This design comes from an exercise in tuning for small area, a short achievable clock period and few clock cycles per item on the open sky130 flow, not from production work. Function was checked by simulation only, so behaviour that the tests miss may differ from the original.

==> inputs of job 3148 <==
==> flow/design.v <==
`default_nettype none
package sus_pkg;
  localparam int CAPACITY = 16;
  localparam int CNT_W    = $clog2(CAPACITY + 1);
  localparam int VAL_W    = 32;
  localparam logic [1:0] KIND_SEARCH = 2'd0;
  localparam logic [1:0] KIND_INSERT = 2'd1;
  localparam logic [1:0] KIND_DELETE = 2'd2;
  localparam logic [1:0] KIND_SPARE  = 2'd3;
  localparam logic [1:0] ST_DONE  = 2'd0;
  localparam logic [1:0] ST_NOCHG = 2'd1;
  localparam logic [1:0] ST_FULL  = 2'd2;
  typedef logic [VAL_W-1:0] val_t;
  typedef logic [CNT_W-1:0] cnt_t;
endpackage
`default_nettype wire
`default_nettype none
module sus_cell (
  input  wire logic          clk,
  input  wire logic          vld_nxt,
  input  wire sus_pkg::val_t key,
  output logic               eq
);
  sus_pkg::val_t val_r;
  assign eq = (val_r == key);
  always_ff @(posedge clk) begin
    if (!vld_nxt) val_r <= key;
  end
endmodule
`default_nettype wire
`default_nettype none
module sorted_unique_set_engine (
  input  wire logic        clk,
  input  wire logic        rst_n,
  input  wire logic        in_valid,
  output logic             in_ready,
  input  wire logic [1:0]  in_kind,
  input  wire logic [31:0] in_value,
  output logic             out_valid,
  input  wire logic        out_ready,
  output logic             out_was_present,
  output logic [1:0]       out_status,
  output logic [4:0]       out_entry_count
);
  localparam int N = sus_pkg::CAPACITY;
  logic          rdy_r;
  logic          acc;
  logic          a_vld;
  logic [1:0]    a_kind;
  sus_pkg::val_t a_key;
  logic [N-1:0]  slot_vld;
  logic [N-1:0]  slot_vld_nxt;   
  logic [N-1:0]  eq_v;
  sus_pkg::cnt_t cnt_r;
  logic          b_vld;
  logic          b_ins, b_del;
  logic [N-1:0]  b_match;      
  logic [N/4-1:0] b_grp;       
  logic [N-1:0]  loc;          
  logic          present;
  logic          full;
  logic          do_ins, do_del;
  logic [N-1:0]  tgt;          
  logic [N-1:0]  spare;        
  logic [N-1:0]  spare_first;  
  logic [N-1:0]  tgt_nxt;
  sus_pkg::cnt_t cnt_nxt;
  logic [1:0]    status;
  logic [7:0]    res;
  assign in_ready = rdy_r;
  assign acc      = in_valid && rdy_r;
  for (genvar i = 0; i < N; i++) begin : g_cell
    sus_cell u_cell (
      .clk     (clk),
      .vld_nxt (slot_vld_nxt[i]),
      .key     (a_key),
      .eq      (eq_v[i])
    );
    if (i == 0) begin : g_first
      assign spare_first[i] = spare[i];
    end else begin : g_rest
      assign spare_first[i] = spare[i] && !(|spare[i-1:0]);
    end
  end
  always_ff @(posedge clk) begin
    a_vld   <= rst_n && acc;
    a_kind  <= in_kind;
    a_key   <= in_value;
    b_vld   <= rst_n && a_vld;
    b_ins   <= a_kind == sus_pkg::KIND_INSERT;
    b_del   <= a_kind == sus_pkg::KIND_DELETE;
    b_match <= eq_v & slot_vld_nxt;
    for (int g = 0; g < N / 4; g++) b_grp[g] <= |(eq_v[4*g +: 4] & slot_vld_nxt[4*g +: 4]);
  end
  assign loc     = b_match;
  assign present = |b_grp;
  assign full    = cnt_r[sus_pkg::CNT_W-1];
  assign do_ins  = b_vld && b_ins && !present && !full;
  assign do_del  = b_vld && b_del && present;
  assign spare   = ~slot_vld & ~tgt;
  assign tgt_nxt = do_ins ? spare_first
                 : ((|tgt) ? tgt : ({N{b_vld && b_del}} & loc));
  assign slot_vld_nxt = (slot_vld & ~({N{b_vld && b_del}} & loc))
                      | ({N{do_ins}} & tgt);
  always_comb begin
    cnt_nxt = cnt_r;
    if (do_ins) cnt_nxt = cnt_r + 1'b1;
    if (do_del) cnt_nxt = cnt_r - 1'b1;
  end
  always_comb begin
    status = sus_pkg::ST_DONE;
    if (b_ins) begin
      if (present)   status = sus_pkg::ST_NOCHG;
      else if (full) status = sus_pkg::ST_FULL;
    end else if (b_del) begin
      if (!present)  status = sus_pkg::ST_NOCHG;
    end
  end
  assign res = {present, status, cnt_nxt};
  always_ff @(posedge clk) begin
    if (!rst_n) begin
      slot_vld <= '0;
      tgt      <= N'(1);
      cnt_r    <= '0;
    end else begin
      slot_vld <= slot_vld_nxt;
      tgt      <= tgt_nxt;
      cnt_r    <= cnt_nxt;
    end
  end
  localparam int D = 4;
  logic [D-1:0]       q_vld;
  logic [7:0]         h_dat;     
  logic [D-1:1][3:0]  q_dat;     
  logic               pop;
  logic [D-1:0]       q_sh;      
  logic [D-1:0]       q_vld_nxt;
  logic [3:0]         res_s;     
  logic [4:0]         nxt_cnt;   
  assign res_s = {res[7:5], do_ins || do_del};
  assign pop  = q_vld[0] && out_ready;
  assign q_sh = pop ? {1'b0, q_vld[D-1:1]} : q_vld;
  assign q_vld_nxt = b_vld ? {q_sh[D-2:0], 1'b1} : q_sh;
  always_ff @(posedge clk) begin
    if (!rst_n) begin
      q_vld <= '0;
      rdy_r <= 1'b1;
    end else begin
      q_vld <= q_vld_nxt;
      rdy_r <= !q_vld_nxt[D-1]
            && !(q_vld_nxt[D-2] && (acc || a_vld))
            && !(q_vld_nxt[D-3] && acc && a_vld);
    end
  end
  always_comb begin
    nxt_cnt = h_dat[4:0];
    if (q_dat[1][0]) nxt_cnt = q_dat[1][3] ? h_dat[4:0] - 1'b1 : h_dat[4:0] + 1'b1;
  end
  always_ff @(posedge clk) begin
    if (!q_sh[0])  h_dat <= res;
    else if (pop)  h_dat <= {q_dat[1][3:1], nxt_cnt};
  end
  for (genvar p = 1; p < D; p++) begin : g_q
    logic [3:0] nxt;    
    if (p < D - 1) begin : g_sh
      assign nxt = pop ? q_dat[p+1] : q_dat[p];
    end else begin : g_last
      assign nxt = q_dat[p];
    end
    always_ff @(posedge clk) begin
      q_dat[p] <= q_sh[p] ? nxt : res_s;
    end
  end
  assign out_valid       = q_vld[0];
  assign out_was_present = h_dat[7];
  assign out_status      = h_dat[6:5];
  assign out_entry_count = h_dat[4:0];
endmodule
`default_nettype wire
==> flow/flow/run.sh <==
#!/bin/bash
# The standard layout (standard.sh) with two changes: clock tree synthesis
# uses larger sink clusters, clkbuf_8 sink buffers and no dummy loads, for a
# smaller clock tree; and
# the buffers that the standard flow puts on every input and output port are
# buf_2 cells instead of delay buffers. Everything else (synthesis, floorplan,
# power grid, placement, routing) is the standard flow's. make's full output
# goes to flow_make.log.
set -euo pipefail
CTS="-sink_clustering_enable -repair_clock_nets -sink_clustering_size 20 -sink_clustering_max_diameter 60 -dont_use_dummy_load -buf_list {sky130_fd_sc_hd__clkbuf_8 sky130_fd_sc_hd__clkbuf_16} -sink_clustering_buffer sky130_fd_sc_hd__clkbuf_8"
BUF="-buffer_cell sky130_fd_sc_hd__buf_2"
sed "s|\"\${@:-finish}\"|CTS_ARGS=\"$CTS\" BUFFER_PORTS_ARGS=\"$BUF\" \"\${@:-finish}\"|" standard.sh > lean.sh
grep -q "CTS_ARGS=" lean.sh
bash lean.sh > flow_make.log 2>&1
==> flow/standard.sh <==
#!/bin/bash
# synth_recipe.tcl (not shown) runs the flow's synth.tcl, then flattens the netlist and writes it again
# the make line also repeats each setting of config.mk as NAME=value (left out here)
make -C /OpenROAD-flow-scripts/flow DESIGN_CONFIG=/design/flow/config.mk WORK_HOME=/design/flow/orfs CLKGATE_MAP_FILE= SYNTH_SCRIPT=/design/flow/synth_recipe.tcl "${@:-finish}"
==> flow/config.mk <==
export PLATFORM = sky130hd
export DESIGN_NAME = sorted_unique_set_engine
export DESIGN_NICKNAME = sorted_unique_set_engine
export VERILOG_FILES = /design/flow/design.v
export SDC_FILE = /design/flow/constraint.sdc
export NUM_CORES = 4
export LEC_CHECK = 0
export CAP_MARGIN = 20
export CORE_MARGIN = 2
export CORE_UTILIZATION = 40
export SETUP_SLACK_MARGIN = 3.7
export SLEW_MARGIN = 20
==> flow/constraint.sdc <==
create_clock -name core_clock -period 6.0 [get_ports {clk}]
set_input_delay 1.2000 -clock core_clock [delete_from_list [all_inputs] [get_ports {clk}]]
set_output_delay 1.2000 -clock core_clock [all_outputs]
set_load 0.01 [all_outputs]
==> job 5863 (differences from job 3148) <==
--- a/flow/design.v
+++ b/flow/design.v
@@ -55,7 +55,7 @@
   logic          b_vld;
   logic          b_ins, b_del;
   logic [N-1:0]  b_match;      
-  logic [N/4-1:0] b_grp;       
+  logic          b_pre;        
   logic [N-1:0]  loc;          
   logic          present;
   logic          full;
@@ -90,10 +90,10 @@
     b_ins   <= a_kind == sus_pkg::KIND_INSERT;
     b_del   <= a_kind == sus_pkg::KIND_DELETE;
     b_match <= eq_v & slot_vld_nxt;
-    for (int g = 0; g < N / 4; g++) b_grp[g] <= |(eq_v[4*g +: 4] & slot_vld_nxt[4*g +: 4]);
+    b_pre   <= |(eq_v & slot_vld_nxt);
   end
   assign loc     = b_match;
-  assign present = |b_grp;
+  assign present = b_pre;
   assign full    = cnt_r[sus_pkg::CNT_W-1];
   assign do_ins  = b_vld && b_ins && !present && !full;
   assign do_del  = b_vld && b_del && present;
@@ -130,14 +130,10 @@
   end
   localparam int D = 4;
   logic [D-1:0]       q_vld;
-  logic [7:0]         h_dat;     
-  logic [D-1:1][3:0]  q_dat;     
+  logic [D-1:0][7:0]  q_dat;
   logic               pop;
   logic [D-1:0]       q_sh;      
   logic [D-1:0]       q_vld_nxt;
-  logic [3:0]         res_s;     
-  logic [4:0]         nxt_cnt;   
-  assign res_s = {res[7:5], do_ins || do_del};
   assign pop  = q_vld[0] && out_ready;
   assign q_sh = pop ? {1'b0, q_vld[D-1:1]} : q_vld;
   assign q_vld_nxt = b_vld ? {q_sh[D-2:0], 1'b1} : q_sh;
@@ -152,28 +148,20 @@
             && !(q_vld_nxt[D-3] && acc && a_vld);
     end
   end
-  always_comb begin
-    nxt_cnt = h_dat[4:0];
-    if (q_dat[1][0]) nxt_cnt = q_dat[1][3] ? h_dat[4:0] - 1'b1 : h_dat[4:0] + 1'b1;
-  end
-  always_ff @(posedge clk) begin
-    if (!q_sh[0])  h_dat <= res;
-    else if (pop)  h_dat <= {q_dat[1][3:1], nxt_cnt};
-  end
-  for (genvar p = 1; p < D; p++) begin : g_q
-    logic [3:0] nxt;    
+  for (genvar p = 0; p < D; p++) begin : g_q
+    logic [7:0] nxt;    
     if (p < D - 1) begin : g_sh
       assign nxt = pop ? q_dat[p+1] : q_dat[p];
     end else begin : g_last
       assign nxt = q_dat[p];
     end
     always_ff @(posedge clk) begin
-      q_dat[p] <= q_sh[p] ? nxt : res_s;
+      q_dat[p] <= q_sh[p] ? nxt : res;
     end
   end
   assign out_valid       = q_vld[0];
-  assign out_was_present = h_dat[7];
-  assign out_status      = h_dat[6:5];
-  assign out_entry_count = h_dat[4:0];
+  assign out_was_present = q_dat[0][7];
+  assign out_status      = q_dat[0][6:5];
+  assign out_entry_count = q_dat[0][4:0];
 endmodule
 `default_nettype wire
==> flow/run.sh (new file) <==
#!/bin/bash
# synth_recipe.tcl (not shown) runs the flow's synth.tcl, then flattens the netlist and writes it again
# the make line also repeats each setting of config.mk as NAME=value (left out here)
make -C /OpenROAD-flow-scripts/flow DESIGN_CONFIG=/design/flow/config.mk WORK_HOME=/design/flow/orfs CLKGATE_MAP_FILE= SYNTH_SCRIPT=/design/flow/synth_recipe.tcl finish
removed: flow/flow/run.sh
removed: flow/standard.sh
==> job 2743 (differences from job 3148) <==
==> flow/flow/run.sh (replaced) <==
#!/bin/bash
# The standard layout (standard.sh) with two changes: clock tree synthesis
# uses larger sink clusters and no dummy loads, for a smaller clock tree; and
# the buffers that the standard flow puts on every input and output port are
# buf_2 cells instead of delay buffers. Everything else (synthesis, floorplan,
# power grid, placement, routing) is the standard flow's. make's full output
# goes to flow_make.log.
set -euo pipefail
CTS="-sink_clustering_enable -repair_clock_nets -sink_clustering_size 25 -sink_clustering_max_diameter 70 -dont_use_dummy_load"
BUF="-buffer_cell sky130_fd_sc_hd__buf_2"
sed "s|\"\${@:-finish}\"|CTS_ARGS=\"$CTS\" BUFFER_PORTS_ARGS=\"$BUF\" \"\${@:-finish}\"|" standard.sh > lean.sh
grep -q "CTS_ARGS=" lean.sh
bash lean.sh > flow_make.log 2>&1
CORE_UTILIZATION = 50   (was 40)
==> job 9555 (differences from job 3148) <==
==> flow/design.v (replaced) <==
`default_nettype none
package sus_pkg;
  localparam int CAPACITY = 16;
  localparam int CNT_W    = $clog2(CAPACITY + 1);
  localparam int VAL_W    = 32;
  localparam logic [1:0] KIND_SEARCH = 2'd0;
  localparam logic [1:0] KIND_INSERT = 2'd1;
  localparam logic [1:0] KIND_DELETE = 2'd2;
  localparam logic [1:0] KIND_SPARE  = 2'd3;
  localparam logic [1:0] ST_DONE  = 2'd0;
  localparam logic [1:0] ST_NOCHG = 2'd1;
  localparam logic [1:0] ST_FULL  = 2'd2;
  typedef logic [VAL_W-1:0] val_t;
  typedef logic [CNT_W-1:0] cnt_t;
endpackage
`default_nettype wire
`default_nettype none
module sus_cell (
  input  wire logic          clk,
  input  wire logic          vld,
  input  wire sus_pkg::val_t key,
  output logic               eq
);
  sus_pkg::val_t val_r;
  assign eq = vld && (val_r == key);
  always_ff @(posedge clk) begin
    if (!vld) val_r <= key;
  end
endmodule
`default_nettype wire
`default_nettype none
module sorted_unique_set_engine (
  input  wire logic        clk,
  input  wire logic        rst_n,
  input  wire logic        in_valid,
  output logic             in_ready,
  input  wire logic [1:0]  in_kind,
  input  wire logic [31:0] in_value,
  output logic             out_valid,
  input  wire logic        out_ready,
  output logic             out_was_present,
  output logic [1:0]       out_status,
  output logic [4:0]       out_entry_count
);
  localparam int N = sus_pkg::CAPACITY;
  logic          s0_vld;
  logic [1:0]    s0_kind;
  sus_pkg::val_t s0_key;
  logic          rdy_r;
  logic [N-1:0]  slot_vld;
  logic [N-1:0]  eq_v;
  sus_pkg::cnt_t cnt_r;
  logic          acc;
  logic          present;
  logic          full;
  logic          is_ins, is_del;
  logic          do_ins, do_del;
  logic [N-1:0]  first_free;
  logic [N-1:0]  slot_vld_nxt;
  sus_pkg::cnt_t cnt_nxt;
  logic [1:0]    status;
  logic [7:0]    res;
  assign in_ready = rdy_r;
  assign acc      = in_valid && rdy_r;
  always_ff @(posedge clk) begin
    s0_vld  <= rst_n && acc;
    s0_kind <= in_kind;
    s0_key  <= in_value;
  end
  for (genvar i = 0; i < N; i++) begin : g_cell
    sus_cell u_cell (
      .clk (clk),
      .vld (slot_vld[i]),
      .key (s0_key),
      .eq  (eq_v[i])
    );
    if (i == 0) begin : g_first
      assign first_free[i] = !slot_vld[i];
    end else begin : g_rest
      assign first_free[i] = !slot_vld[i] && (&slot_vld[i-1:0]);
    end
  end
  assign present = |eq_v;
  assign full    = cnt_r[sus_pkg::CNT_W-1];
  assign is_ins  = s0_vld && (s0_kind == sus_pkg::KIND_INSERT);
  assign is_del  = s0_vld && (s0_kind == sus_pkg::KIND_DELETE);
  assign do_ins  = is_ins && !present && !full;
  assign do_del  = is_del && present;
  assign slot_vld_nxt = (slot_vld & ~({N{is_del}} & eq_v))
                      | ({N{is_ins && !present}} & first_free);
  always_comb begin
    cnt_nxt = cnt_r;
    if (do_ins) cnt_nxt = cnt_r + 1'b1;
    if (do_del) cnt_nxt = cnt_r - 1'b1;
  end
  always_comb begin
    status = sus_pkg::ST_DONE;
    if (s0_kind == sus_pkg::KIND_INSERT) begin
      if (present)   status = sus_pkg::ST_NOCHG;
      else if (full) status = sus_pkg::ST_FULL;
    end else if (s0_kind == sus_pkg::KIND_DELETE) begin
      if (!present)  status = sus_pkg::ST_NOCHG;
    end
  end
  assign res = {present, status, cnt_nxt};
  always_ff @(posedge clk) begin
    if (!rst_n) begin
      slot_vld <= '0;
      cnt_r    <= '0;
    end else begin
      slot_vld <= slot_vld_nxt;
      cnt_r    <= cnt_nxt;
    end
  end
  logic [2:0] q_vld;
  logic [2:0][7:0] q_dat;
  logic       pop;
  logic [2:0] q_sh;      
  logic [2:0] q_vld_nxt;
  assign pop  = q_vld[0] && out_ready;
  assign q_sh = pop ? {1'b0, q_vld[2:1]} : q_vld;
  assign q_vld_nxt = s0_vld ? {q_sh[1:0], 1'b1} : q_sh;
  always_ff @(posedge clk) begin
    if (!rst_n) begin
      q_vld <= '0;
      rdy_r <= 1'b1;
    end else begin
      q_vld <= q_vld_nxt;
      rdy_r <= !q_vld_nxt[2] && !(q_vld_nxt[1] && acc);
    end
  end
  for (genvar p = 0; p < 3; p++) begin : g_q
    logic [7:0] nxt;    
    if (p < 2) begin : g_sh
      assign nxt = pop ? q_dat[p+1] : q_dat[p];
    end else begin : g_last
      assign nxt = q_dat[p];
    end
    always_ff @(posedge clk) begin
      q_dat[p] <= q_sh[p] ? nxt : res;
    end
  end
  assign out_valid       = q_vld[0];
  assign out_was_present = q_dat[0][7];
  assign out_status      = q_dat[0][6:5];
  assign out_entry_count = q_dat[0][4:0];
endmodule
`default_nettype wire
==> flow/run.sh (new file) <==
#!/bin/bash
# synth_recipe.tcl (not shown) runs the flow's synth.tcl, then flattens the netlist and writes it again
# the make line also repeats each setting of config.mk as NAME=value (left out here)
make -C /OpenROAD-flow-scripts/flow DESIGN_CONFIG=/design/flow/config.mk WORK_HOME=/design/flow/orfs CLKGATE_MAP_FILE= SYNTH_SCRIPT=/design/flow/synth_recipe.tcl finish
SETUP_SLACK_MARGIN = default   (was 3.7)
removed: flow/flow/run.sh
removed: flow/standard.sh
==> impl_metrics.ini <==
[outcome]
status = no timing/DRC/antenna violations

[detailed_routing]
top_layer = met4
vias = 15640

[synthesis]
synth_area_leaders = edfxtp_1 61%, xnor2_1 9.7%, xor2_1 7.1%, dfxtp_1 4.6%, nor4_1 2.9%

[final_layout]
seq_share_pct = 58.27
nNonClkInverters = 38

[critical_path]
timing.rr.start = s0_key[13]
cp_num_cells = 10

[power]
p_switching_mw = 2.252

[floorplan]
die_x_um = 260.1
[end of results for job 9555]
==> impl_metrics.ini <==
[critical_path]
worst-endpoint-arrival_ns = 1.10
critical-path-max-stage-delay_ns = 0.39
timing.rr.start = b_grp[3]
cp_num_cells = 1

[final_layout]
seq_share_pct = 64.38
nNonClkInverters = 12

[synthesis]
synth_area_leaders = edfxtp_1 63%, xor2_1 18%, dfxtp_1 7.8%, nor4_1 3.3%, buf_2 1.2%
syn_nets = 1687
synth_top_family_by_area = XOR/XNOR gates

[power]
p_switching_mw = 1.750
p_comb_mw = 0.540

[outcome]
status = no timing/DRC/antenna violations

[detailed_routing]
vias = 13050
top_layer = met4

[floorplan]
die_x_um = 256.8

[clock_tree]
cts_resized = 18
post_cts_buffers = 6

[global_route]
grt_pass1_vias = 13170
[end of results for job 3148]
==> impl_metrics.ini <==
[final_layout]
max_flop_register = g_cell.u_cell.val_r
nNonClkInverters = 12
design_area_um2 = 27980
seq_share_pct = 64.46

[power]
p_switching_mw = 1.776

[critical_path]
worstPathMaxFanout = 2
r2r_setup_slack_ns = 3.72
path_class = reg -> out
timing.rr.start = a_key[8]

[floorplan]
die_x_um = 230.1

[detailed_routing]
vias = 13080
top_layer = met4

[synthesis]
synth_area_leaders = edfxtp_1 63%, xor2_1 18%, dfxtp_1 7.8%, nor4_1 3.3%, buf_2 1.2%

[sta]
fin_ws_ns = 3.685

[outcome]
status = no timing/DRC/antenna violations
[end of results for job 2743]
==> impl_metrics.ini <==
[outcome]
status = no timing/DRC/antenna violations

[final_layout]
nNonClkInverters = 7
seq_share_pct = 61.02
diodes = 0
nets = 1779

[critical_path]
crit_end = b_pre
worst-endpoint-arrival_ns = 2.85
cp_num_cells = 7

[synthesis]
synth_area_leaders = edfxtp_1 63%, xor2_1 17%, dfxtp_1 7.5%, nor4_1 3.4%, nand4_1 0.80%
synth.top_cell.area_share_pct = 63.50

[detailed_routing]
top_layer = met5
vias = 13420

[floorplan]
die_x_um = 257.6
die_area_um2 = 66360

[sta]
finalHoldViolCount = 0
[end of results for job 5863]
Testbench counts of job 3148, summed over its fixed seeds: cycles 32,024, items 32,000.
Testbench counts of job 5863, summed over its fixed seeds: cycles 32,024, items 32,000.
Testbench counts of job 2743, summed over its fixed seeds: cycles 32,024, items 32,000.
Testbench counts of job 9555, summed over its fixed seeds: cycles 32,016, items 32,000.

==> re-timing with driven ports <==
No port has a modelled driver above. Below, the same layouts with a new extraction and two added sets of constraints.
Step 1, drivers: a clkbuf_16 drives clk and a buf_2 each remaining input, both assumed.
Step 2 adds t to the input delays and takes it off the output delays; t is the mean of the earliest and latest rising clock arrival at the registers after step 1. Input paths then give back, and output paths get back, about the clock's delay inside the block.
a / b / c = ideal / step 1 / step 2; a / b = the first two.
| run | t (ns) | setup WS [ns] | hold WS [ns] | clock arrival spread, ns | worst data-port slew with drivers (ns) |
|---|---|---|---|---|---|
| job 3148 | 0.607 | 3.696 / 3.639 / 3.313 | 0.418 / 0.418 / 0.418 | 0.093 / 0.093 | 0.03 |
| job 5863 | 0.641 | 3.655 / 3.640 / 3.107 | 0.405 / 0.405 / 0.405 | 0.025 / 0.025 | 0.05 |
| job 2743 | 0.623 | 3.685 / 3.624 / 3.353 | 0.409 / 0.409 / 0.409 | 0.050 / 0.050 | 0.03 |
| job 9555 | 0.650 | 1.625 / 1.625 / 1.625 | 0.508 / 0.508 / 0.508 | 0.025 / 0.026 | 0.06 |
After both steps every run listed still meets setup and hold. The setup slack of job 5863, which loses most, moves by -0.015 ns with the drivers and by -0.548 ns with both steps.
